What follows belongs to an exercise in optimizing a design on an open flow for small area, a short achievable clock period and few clock cycles per item; a production flow would make more cautious choices.
Where RTL was checked, it was by simulation tests only, not by an equivalence proof against the original.
Power figures rest on the tool's default switching activity, not on a simulated workload.

==> inputs of wip/indigo <==
## conv3x3_stream
module conv3x3_stream
#(
  parameter int DATA_W     = 8,
  parameter int COEF_W     = 8,
  parameter int NORM_SHIFT = 4
) (
  input  logic                  i_clk,
  input  logic                  i_rst,
  input  logic [9*DATA_W-1:0]   i_pixel_data,
  input  logic                  i_pixel_data_valid,
  input  logic                  i_pixel_data_last,
  output logic                  o_pixel_data_ready,
  output logic [DATA_W-1:0]     o_convolved_data,
  output logic                  o_convolved_data_valid,
  output logic                  o_convolved_data_last,
  output logic                  o_convolved_sat,
  input  logic                  i_out_ready,
  input  logic                  i_coef_we,
  input  logic [3:0]            i_coef_addr,
  input  logic [COEF_W-1:0]     i_coef_data,
  input  logic                  i_coef_commit,
  output logic                  o_cfg_pending
);
==> flow/config.mk <==
export PLATFORM = sky130hd
export DESIGN_NAME = conv3x3_stream
export DESIGN_NICKNAME = conv3x3_stream
export VERILOG_FILES = /design/flow/design.v
export SDC_FILE = /design/flow/constraint.sdc
export NUM_CORES = 4
export LEC_CHECK = 0
export CAP_MARGIN = 20
export CORE_MARGIN = 2
export CORE_UTILIZATION = 65
export CTS_CLUSTER_DIAMETER = 90
export CTS_CLUSTER_SIZE = 26
export SETUP_SLACK_MARGIN = 2.5
export SLEW_MARGIN = 20
export SYNTH_HIERARCHICAL = 1
==> flow/constraint.sdc <==
create_clock -name core_clock -period 5.0 [get_ports {i_clk}]
set_input_delay 1.0000 -clock core_clock [delete_from_list [all_inputs] [get_ports {i_clk}]]
set_output_delay 1.0000 -clock core_clock [all_outputs]
set_load 0.01 [all_outputs]
run.sh (not shown) runs the stock make flow with config.mk's settings and CLKGATE_MAP_FILE= SYNTH_SCRIPT=/design/flow/synth_recipe.tcl, a recipe that flattens the netlist after the stock synthesis.
==> wip/yarrow: changes against wip/indigo <==
--- a/flow/design.v
+++ b/flow/design.v
@@ -64,27 +64,28 @@
   output logic                  o_convolved_sat,
   input  logic                  i_out_ready,
   input  logic                  i_coef_we,
   input  logic [3:0]            i_coef_addr,
   input  logic [COEF_W-1:0]     i_coef_data,
   input  logic                  i_coef_commit,
   output logic                  o_cfg_pending
 );
-  localparam int CAP = 5;    
-  localparam int NQ  = 4;    
+  localparam int CAP = 6;    
+  localparam int NQ  = 5;    
   localparam int CW  = 3;    
-  localparam int PW  = 2;    
+  localparam int PW  = 3;    
   logic        acc;
   logic [71:0] kq;
-  logic [2:0] vq;    
-  logic [2:0] lq;    
+  logic [3:0] vq;    
+  logic [3:0] lq;    
   logic [175:0] st1_q;
   logic [49:0] st2_q;
   logic [30:0] st3_q;
+  logic [12:0] st4_q;
   logic pp1;
   logic pp2;
   logic pp3;
   logic pp4;
   logic pp5;
   logic pp6;
   logic pp7;
   logic pp8;
@@ -1212,53 +1213,20 @@
   logic s1683, c1684;
   logic s1685, c1686;
   logic s1687, c1688;
   logic s1689, c1690;
   logic s1691, c1692;
   logic s1693, c1694;
   logic s1695, c1696;
   logic [19:0] row0, row1, sum_w;
+  logic [12:0] lo_w;
+  logic [7:0] hi0_w, hi1_w;
   logic cs_c, cs_neg0, cs_big0, cs_neg1, cs_big1;
   logic [7:0] cs_lo;
-  logic [19:0] pp_p, pp_g;
-  logic pfl_g0_1, pfl_p0_1;
-  logic pfl_g0_3, pfl_p0_3;
-  logic pfl_g0_5, pfl_p0_5;
-  logic pfl_g0_7, pfl_p0_7;
-  logic pfl_g0_9, pfl_p0_9;
-  logic pfl_g0_11, pfl_p0_11;
-  logic pfl_g1_2, pfl_p1_2;
-  logic pfl_g1_3, pfl_p1_3;
-  logic pfl_g1_6, pfl_p1_6;
-  logic pfl_g1_7, pfl_p1_7;
-  logic pfl_g1_10, pfl_p1_10;
-  logic pfl_g1_11, pfl_p1_11;
-  logic pfl_g2_4, pfl_p2_4;
-  logic pfl_g2_5, pfl_p2_5;
-  logic pfl_g2_6, pfl_p2_6;
-  logic pfl_g2_7, pfl_p2_7;
-  logic pfl_g3_8, pfl_p3_8;
-  logic pfl_g3_9, pfl_p3_9;
-  logic pfl_g3_10, pfl_p3_10;
-  logic pfl_g3_11, pfl_p3_11;
-  logic pfh_g0_1, pfh_p0_1;
-  logic pfh_g0_3, pfh_p0_3;
-  logic pfh_g0_5, pfh_p0_5;
-  logic pfh_g0_7, pfh_p0_7;
-  logic pfh_g1_2, pfh_p1_2;
-  logic pfh_g1_3, pfh_p1_3;
-  logic pfh_g1_6, pfh_p1_6;
-  logic pfh_g1_7, pfh_p1_7;
-  logic pfh_g2_4, pfh_p2_4;
-  logic pfh_g2_5, pfh_p2_5;
-  logic pfh_g2_6, pfh_p2_6;
-  logic pfh_g2_7, pfh_p2_7;
-  logic [7:0] hi0_w;
-  logic [7:0] hi1_w;
   logic [19:0] sum_n;
   localparam logic [71:0] DEF_KERNEL =
     {8'd1, 8'd2, 8'd1, 8'd2, 8'd4, 8'd2, 8'd1, 8'd2, 8'd1};
   logic [8:0][7:0] shadow_q;
   logic [8:0][7:0] shadow_d;
   logic [8:0][7:0] coef_q;
   logic            in_frame_q;
   logic            pending_q;
@@ -1288,21 +1256,22 @@
     end
   end
   assign kq            = coef_q;
   assign o_cfg_pending = pending_q;
   always_ff @(posedge i_clk) begin
     st1_q <= {c1216, c1382, s1215, s1381, c1380, c1378, s1213, s1211, s1379, s1377, c1376, c1374, c1372, c1370, s1375, s1373, s1371, s1369, c1368, c1366, c1364, c1362, c1360, s1197, s1367, s1365, s1363, s1361, s1359, c1358, c1356, c1354, c1352, c1350, c1348, c1346, s1357, s1355, s1353, s1351, s1349, s1347, s1345, c1344, c1342, c1340, c1338, c1336, c1334, c1332, c1330, s1343, s1341, s1339, s1337, s1335, s1333, s1331, s1329, c1328, c1326, c1324, c1322, c1320, c1318, c1316, c1314, c1312, s1143, s1327, s1325, s1323, s1321, s1319, s1317, s1315, s1313, s1311, c1310, c1308, c1306, c1304, c1302, c1300, c1298, c1296, c1294, c1292, s1309, s1307, s1305, s1303, s1301, s1299, s1297, s1295, s1293, s1291, c1290, c1288, c1286, c1284, c1282, c1280, c1278, c1276, c1274, s1087, s1289, s1287, s1285, s1283, s1281, s1279, s1277, s1275, s1273, c1272, c1270, c1268, c1266, c1264, c1262, c1260, c1258, s1271, s1269, s1267, s1265, s1263, s1261, s1259, s1257, c1256, c1254, c1252, c1250, c1248, c1246, c1244, s1255, s1253, s1251, s1249, s1247, s1245, s1243, c1242, c1240, c1238, c1236, c1234, s1009, s1241, s1239, s1237, s1235, s1233, c1232, c1230, c1228, c1226, s1231, s1229, s1227, s1225, c1224, c1222, c1220, s1223, s1221, s1219, c1218, s967, s1217, s961};
     st2_q <= {c1648, s1647, s1613, c1612, c1646, s1645, c1644, st1_q[169], s1561, s1643, c1642, s1607, s1641, c1640, c1638, s1639, s1637, c1636, s1599, s1597, s1635, c1634, c1632, s1541, s1633, s1631, c1630, c1628, st1_q[107], s1629, s1627, c1626, s1583, s1581, s1625, c1624, c1622, s1623, s1621, c1620, s1619, c1618, s1403, s1617, c1616, s1615, s1565, s1495, s1383, st1_q[0]};
     st3_q <= {c1696, st2_q[49], c1694, s1695, c1692, s1693, s1691, s1667, s1683, c1682, c1690, s1681, c1688, s1689, c1686, s1687, s1685, st2_q[26], s1675, c1674, st2_q[17], s1673, s1651, c1672, s1671, s1649, st2_q[4], st2_q[3], st2_q[2], st2_q[1], st2_q[0]};
+    st4_q <= {~hi1_w[7], (hi1_w[7] & ~(&hi1_w[6:0])), ~hi0_w[7], (hi0_w[7] & ~(&hi0_w[6:0])), lo_w[12:4]};
   end
   always_ff @(posedge i_clk) begin
     if (i_rst) vq <= '0;
-    else       vq <= {vq[1:0], acc};
-    lq <= {lq[1:0], i_pixel_data_last};
+    else       vq <= {vq[2:0], acc};
+    lq <= {lq[2:0], i_pixel_data_last};
   end
   assign pp1 = ~(i_pixel_data[0] & kq[0]);
   assign pp2 = ~(i_pixel_data[1] & kq[0]);
   assign pp3 = ~(i_pixel_data[2] & kq[0]);
   assign pp4 = ~(i_pixel_data[3] & kq[0]);
   assign pp5 = ~(i_pixel_data[4] & kq[0]);
   assign pp6 = ~(i_pixel_data[5] & kq[0]);
   assign pp7 = ~(i_pixel_data[6] & kq[0]);
@@ -2443,102 +2412,32 @@
   conv3x3_ha u_ha0 (.a(c1676), .b(s1677), .s(s1685), .co(c1686));
   conv3x3_fa u_fa543 (.a(c1678), .b(s1679), .c(st2_q[31]), .s(s1687), .co(c1688));
   conv3x3_fa u_fa544 (.a(c1680), .b(c1660), .c(s1661), .s(s1689), .co(c1690));
   conv3x3_ha u_ha1 (.a(c1684), .b(c1666), .s(s1691), .co(c1692));
   conv3x3_ha u_ha2 (.a(c1668), .b(s1669), .s(s1693), .co(c1694));
   conv3x3_ha u_ha3 (.a(c1670), .b(st2_q[48]), .s(s1695), .co(c1696));
   assign row0 = {1'b1, st3_q[29], st3_q[27], st3_q[25], st3_q[23], st3_q[21], st3_q[19], st3_q[17], st3_q[15], st3_q[13], st3_q[11], st3_q[9], st3_q[7], st3_q[6], st3_q[5], st3_q[4], st3_q[3], st3_q[2], st3_q[1], st3_q[0]};
   assign row1 = {1'b0, st3_q[30], st3_q[28], st3_q[26], st3_q[24], st3_q[22], st3_q[20], st3_q[18], st3_q[16], st3_q[14], st3_q[12], st3_q[10], st3_q[8], 1'b0, 1'b0, 1'b0, 1'b0, 1'b0, 1'b0, 1'b0};
-  assign pp_p = row0 ^ row1;
-  assign pp_g = row0 & row1;
-  assign pfl_g0_1 = pp_g[1] | (pp_p[1] & pp_g[0]);
-  assign pfl_p0_1 = pp_p[1] & pp_p[0];
-  assign pfl_g0_3 = pp_g[3] | (pp_p[3] & pp_g[2]);
-  assign pfl_p0_3 = pp_p[3] & pp_p[2];
-  assign pfl_g0_5 = pp_g[5] | (pp_p[5] & pp_g[4]);
-  assign pfl_p0_5 = pp_p[5] & pp_p[4];
-  assign pfl_g0_7 = pp_g[7] | (pp_p[7] & pp_g[6]);
-  assign pfl_p0_7 = pp_p[7] & pp_p[6];
-  assign pfl_g0_9 = pp_g[9] | (pp_p[9] & pp_g[8]);
-  assign pfl_p0_9 = pp_p[9] & pp_p[8];
-  assign pfl_g0_11 = pp_g[11] | (pp_p[11] & pp_g[10]);
-  assign pfl_p0_11 = pp_p[11] & pp_p[10];
-  assign pfl_g1_2 = pp_g[2] | (pp_p[2] & pfl_g0_1);
-  assign pfl_p1_2 = pp_p[2] & pfl_p0_1;
-  assign pfl_g1_3 = pfl_g0_3 | (pfl_p0_3 & pfl_g0_1);
-  assign pfl_p1_3 = pfl_p0_3 & pfl_p0_1;
-  assign pfl_g1_6 = pp_g[6] | (pp_p[6] & pfl_g0_5);
-  assign pfl_p1_6 = pp_p[6] & pfl_p0_5;
-  assign pfl_g1_7 = pfl_g0_7 | (pfl_p0_7 & pfl_g0_5);
-  assign pfl_p1_7 = pfl_p0_7 & pfl_p0_5;
-  assign pfl_g1_10 = pp_g[10] | (pp_p[10] & pfl_g0_9);
-  assign pfl_p1_10 = pp_p[10] & pfl_p0_9;
-  assign pfl_g1_11 = pfl_g0_11 | (pfl_p0_11 & pfl_g0_9);
-  assign pfl_p1_11 = pfl_p0_11 & pfl_p0_9;
-  assign pfl_g2_4 = pp_g[4] | (pp_p[4] & pfl_g1_3);
-  assign pfl_p2_4 = pp_p[4] & pfl_p1_3;
-  assign pfl_g2_5 = pfl_g0_5 | (pfl_p0_5 & pfl_g1_3);
-  assign pfl_p2_5 = pfl_p0_5 & pfl_p1_3;
-  assign pfl_g2_6 = pfl_g1_6 | (pfl_p1_6 & pfl_g1_3);
-  assign pfl_p2_6 = pfl_p1_6 & pfl_p1_3;
-  assign pfl_g2_7 = pfl_g1_7 | (pfl_p1_7 & pfl_g1_3);
-  assign pfl_p2_7 = pfl_p1_7 & pfl_p1_3;
-  assign pfl_g3_8 = pp_g[8] | (pp_p[8] & pfl_g2_7);
-  assign pfl_p3_8 = pp_p[8] & pfl_p2_7;
-  assign pfl_g3_9 = pfl_g0_9 | (pfl_p0_9 & pfl_g2_7);
-  assign pfl_p3_9 = pfl_p0_9 & pfl_p2_7;
-  assign pfl_g3_10 = pfl_g1_10 | (pfl_p1_10 & pfl_g2_7);
-  assign pfl_p3_10 = pfl_p1_10 & pfl_p2_7;
-  assign pfl_g3_11 = pfl_g1_11 | (pfl_p1_11 & pfl_g2_7);
-  assign pfl_p3_11 = pfl_p1_11 & pfl_p2_7;
-  assign cs_lo = {(pp_p[11] ^ pfl_g3_10), (pp_p[10] ^ pfl_g3_9), (pp_p[9] ^ pfl_g3_8), (pp_p[8] ^ pfl_g2_7), (pp_p[7] ^ pfl_g2_6), (pp_p[6] ^ pfl_g2_5), (pp_p[5] ^ pfl_g2_4), (pp_p[4] ^ pfl_g1_3)};
-  assign cs_c = pfl_g3_11;
-  assign pfh_g0_1 = pp_g[13] | (pp_p[13] & pp_g[12]);
-  assign pfh_p0_1 = pp_p[13] & pp_p[12];
-  assign pfh_g0_3 = pp_g[15] | (pp_p[15] & pp_g[14]);
-  assign pfh_p0_3 = pp_p[15] & pp_p[14];
-  assign pfh_g0_5 = pp_g[17] | (pp_p[17] & pp_g[16]);
-  assign pfh_p0_5 = pp_p[17] & pp_p[16];
-  assign pfh_g0_7 = pp_g[19] | (pp_p[19] & pp_g[18]);
-  assign pfh_p0_7 = pp_p[19] & pp_p[18];
-  assign pfh_g1_2 = pp_g[14] | (pp_p[14] & pfh_g0_1);
-  assign pfh_p1_2 = pp_p[14] & pfh_p0_1;
-  assign pfh_g1_3 = pfh_g0_3 | (pfh_p0_3 & pfh_g0_1);
-  assign pfh_p1_3 = pfh_p0_3 & pfh_p0_1;
-  assign pfh_g1_6 = pp_g[18] | (pp_p[18] & pfh_g0_5);
-  assign pfh_p1_6 = pp_p[18] & pfh_p0_5;
-  assign pfh_g1_7 = pfh_g0_7 | (pfh_p0_7 & pfh_g0_5);
-  assign pfh_p1_7 = pfh_p0_7 & pfh_p0_5;
-  assign pfh_g2_4 = pp_g[16] | (pp_p[16] & pfh_g1_3);
-  assign pfh_p2_4 = pp_p[16] & pfh_p1_3;
-  assign pfh_g2_5 = pfh_g0_5 | (pfh_p0_5 & pfh_g1_3);
-  assign pfh_p2_5 = pfh_p0_5 & pfh_p1_3;
-  assign pfh_g2_6 = pfh_g1_6 | (pfh_p1_6 & pfh_g1_3);
-  assign pfh_p2_6 = pfh_p1_6 & pfh_p1_3;
-  assign pfh_g2_7 = pfh_g1_7 | (pfh_p1_7 & pfh_g1_3);
-  assign pfh_p2_7 = pfh_p1_7 & pfh_p1_3;
-  assign hi0_w = {(pp_p[19] ^ pfh_g2_6), (pp_p[18] ^ pfh_g2_5), (pp_p[17] ^ pfh_g2_4), (pp_p[16] ^ pfh_g1_3), (pp_p[15] ^ pfh_g1_2), (pp_p[14] ^ pfh_g0_1), (pp_p[13] ^ pp_g[12]), (pp_p[12] ^ 1'b0)};
-  assign cs_neg0 = ~hi0_w[7];
-  assign cs_big0 = hi0_w[7] & ~(&hi0_w[6:0]);
-  assign hi1_w = {(pp_p[19] ^ (pfh_g2_6 | pfh_p2_6)), (pp_p[18] ^ (pfh_g2_5 | pfh_p2_5)), (pp_p[17] ^ (pfh_g2_4 | pfh_p2_4)), (pp_p[16] ^ (pfh_g1_3 | pfh_p1_3)), (pp_p[15] ^ (pfh_g1_2 | pfh_p1_2)), (pp_p[14] ^ (pfh_g0_1 | pfh_p0_1)), (pp_p[13] ^ (pp_g[12] | pp_p[12])), (pp_p[12] ^ 1'b1)};
-  assign cs_neg1 = ~hi1_w[7];
-  assign cs_big1 = hi1_w[7] & ~(&hi1_w[6:0]);
+  assign lo_w  = {1'b0, row0[11:0]} + {1'b0, row1[11:0]};
+  assign hi0_w = row0[19:12] + row1[19:12];
+  assign hi1_w = row0[19:12] + row1[19:12] + 8'd1;
+  assign {cs_neg1, cs_big1, cs_neg0, cs_big0, cs_c, cs_lo} = st4_q;
   assign sum_n = ~sum_w;
   logic [7:0] res_data;
   logic       res_sat;
   logic       res_neg, res_big;
   logic       res_v;
   logic [9:0] res_d;
   assign res_neg  = cs_c ? cs_neg1 : cs_neg0;
   assign res_big  = cs_c ? cs_big1 : cs_big0;
   assign res_sat  = res_neg | res_big;
   assign res_data = (~cs_lo | {8{res_big}}) & ~{8{res_neg}};
-  assign res_v    = vq[2];
-  assign res_d    = {res_data, lq[2], res_sat};
+  assign res_v    = vq[3];
+  assign res_d    = {res_data, lq[3], res_sat};
   logic [NQ-1:0][9:0] mem_q;
   logic [NQ-1:0]      wp_q, rp_q;
   logic               fne_q;       
   logic [PW:0]        fcnt_q;
   logic [CW-1:0]      cnt_q, cnt_d;
   logic               rdy_q;
   logic               out_v_q;
   logic [9:0]         out_d_q;
==> comparison table <==
Insertion delay of the later-clocked pin in the worst-skew pair: wip/yarrow 0.60 ns; wip/indigo 0.58 ns
Setup Buffers After CTS: wip/yarrow 21; wip/indigo 53
Cells on worst reg2reg path: wip/yarrow 4; wip/indigo 13
Critical path's slowest cell: wip/yarrow sky130_fd_sc_hd__fa_2; wip/indigo sky130_fd_sc_hd__dfxtp_2
Summed area of non-filler cells in the final layout: wip/yarrow 31600 µm²; wip/indigo 32000 µm²
EDFF count, synth: wip/yarrow 132; wip/indigo 122
Multi-input combinational gate total: wip/yarrow 1484; wip/indigo 1501
Sequential power: wip/yarrow 6.06 mW; wip/indigo 5.88 mW
Clock buffers created by TritonCTS: wip/yarrow 25; wip/indigo 23
Total power density per cell area: wip/yarrow 525 nW/µm²; wip/indigo 566 nW/µm²
Detailed-route wire length: wip/yarrow 74400 µm; wip/indigo 73600 µm
Result of the run: wip/yarrow timing/DRC/antenna clean; wip/indigo timing/DRC/antenna clean
Number of nets in the final layout: wip/yarrow 2902; wip/indigo 2909
Placed Area: wip/yarrow 30000 µm²; wip/indigo 30100 µm²
Testbench counts of wip/yarrow, summed over its fixed seeds: cycles 4,136, items 4,096.
For wip/indigo, only the layout was checked, not whether the RTL still works.

[what the ideal ports hide]
How much do the figures lean on ideal ports? The routed layouts below were timed once more, with nothing changed but the port constraints.
Step 1: set_driving_cell puts a clkbuf_16 on i_clk and a buf_2 on each other input, an assumption about the parent block.
Step 2 adds t to the input delays and takes it off the output delays; t is the mean of the earliest and latest rising clock arrival at the registers after step 1. Input paths then give back, and output paths get back, about the clock's delay inside the block.
a / b / c = ideal / step 1 / step 2; a / b = the first two.
run | t, ns | slack for setup (ns) | hold WS [ns] | clock arrival spread, ns
wip/indigo | 0.625 | 2.222 / 2.222 / 1.892 | 0.337 / 0.337 / 0.337 | 0.027 / 0.027
wip/yarrow | 0.639 | 2.471 / 2.471 / 1.868 | 0.333 / 0.333 / 0.333 | 0.028 / 0.028
After both steps setup and hold are still met in every run listed. For wip/yarrow, which loses most, drivers alone change the setup slack by 0.000 ns; drivers and shift together by -0.603 ns.
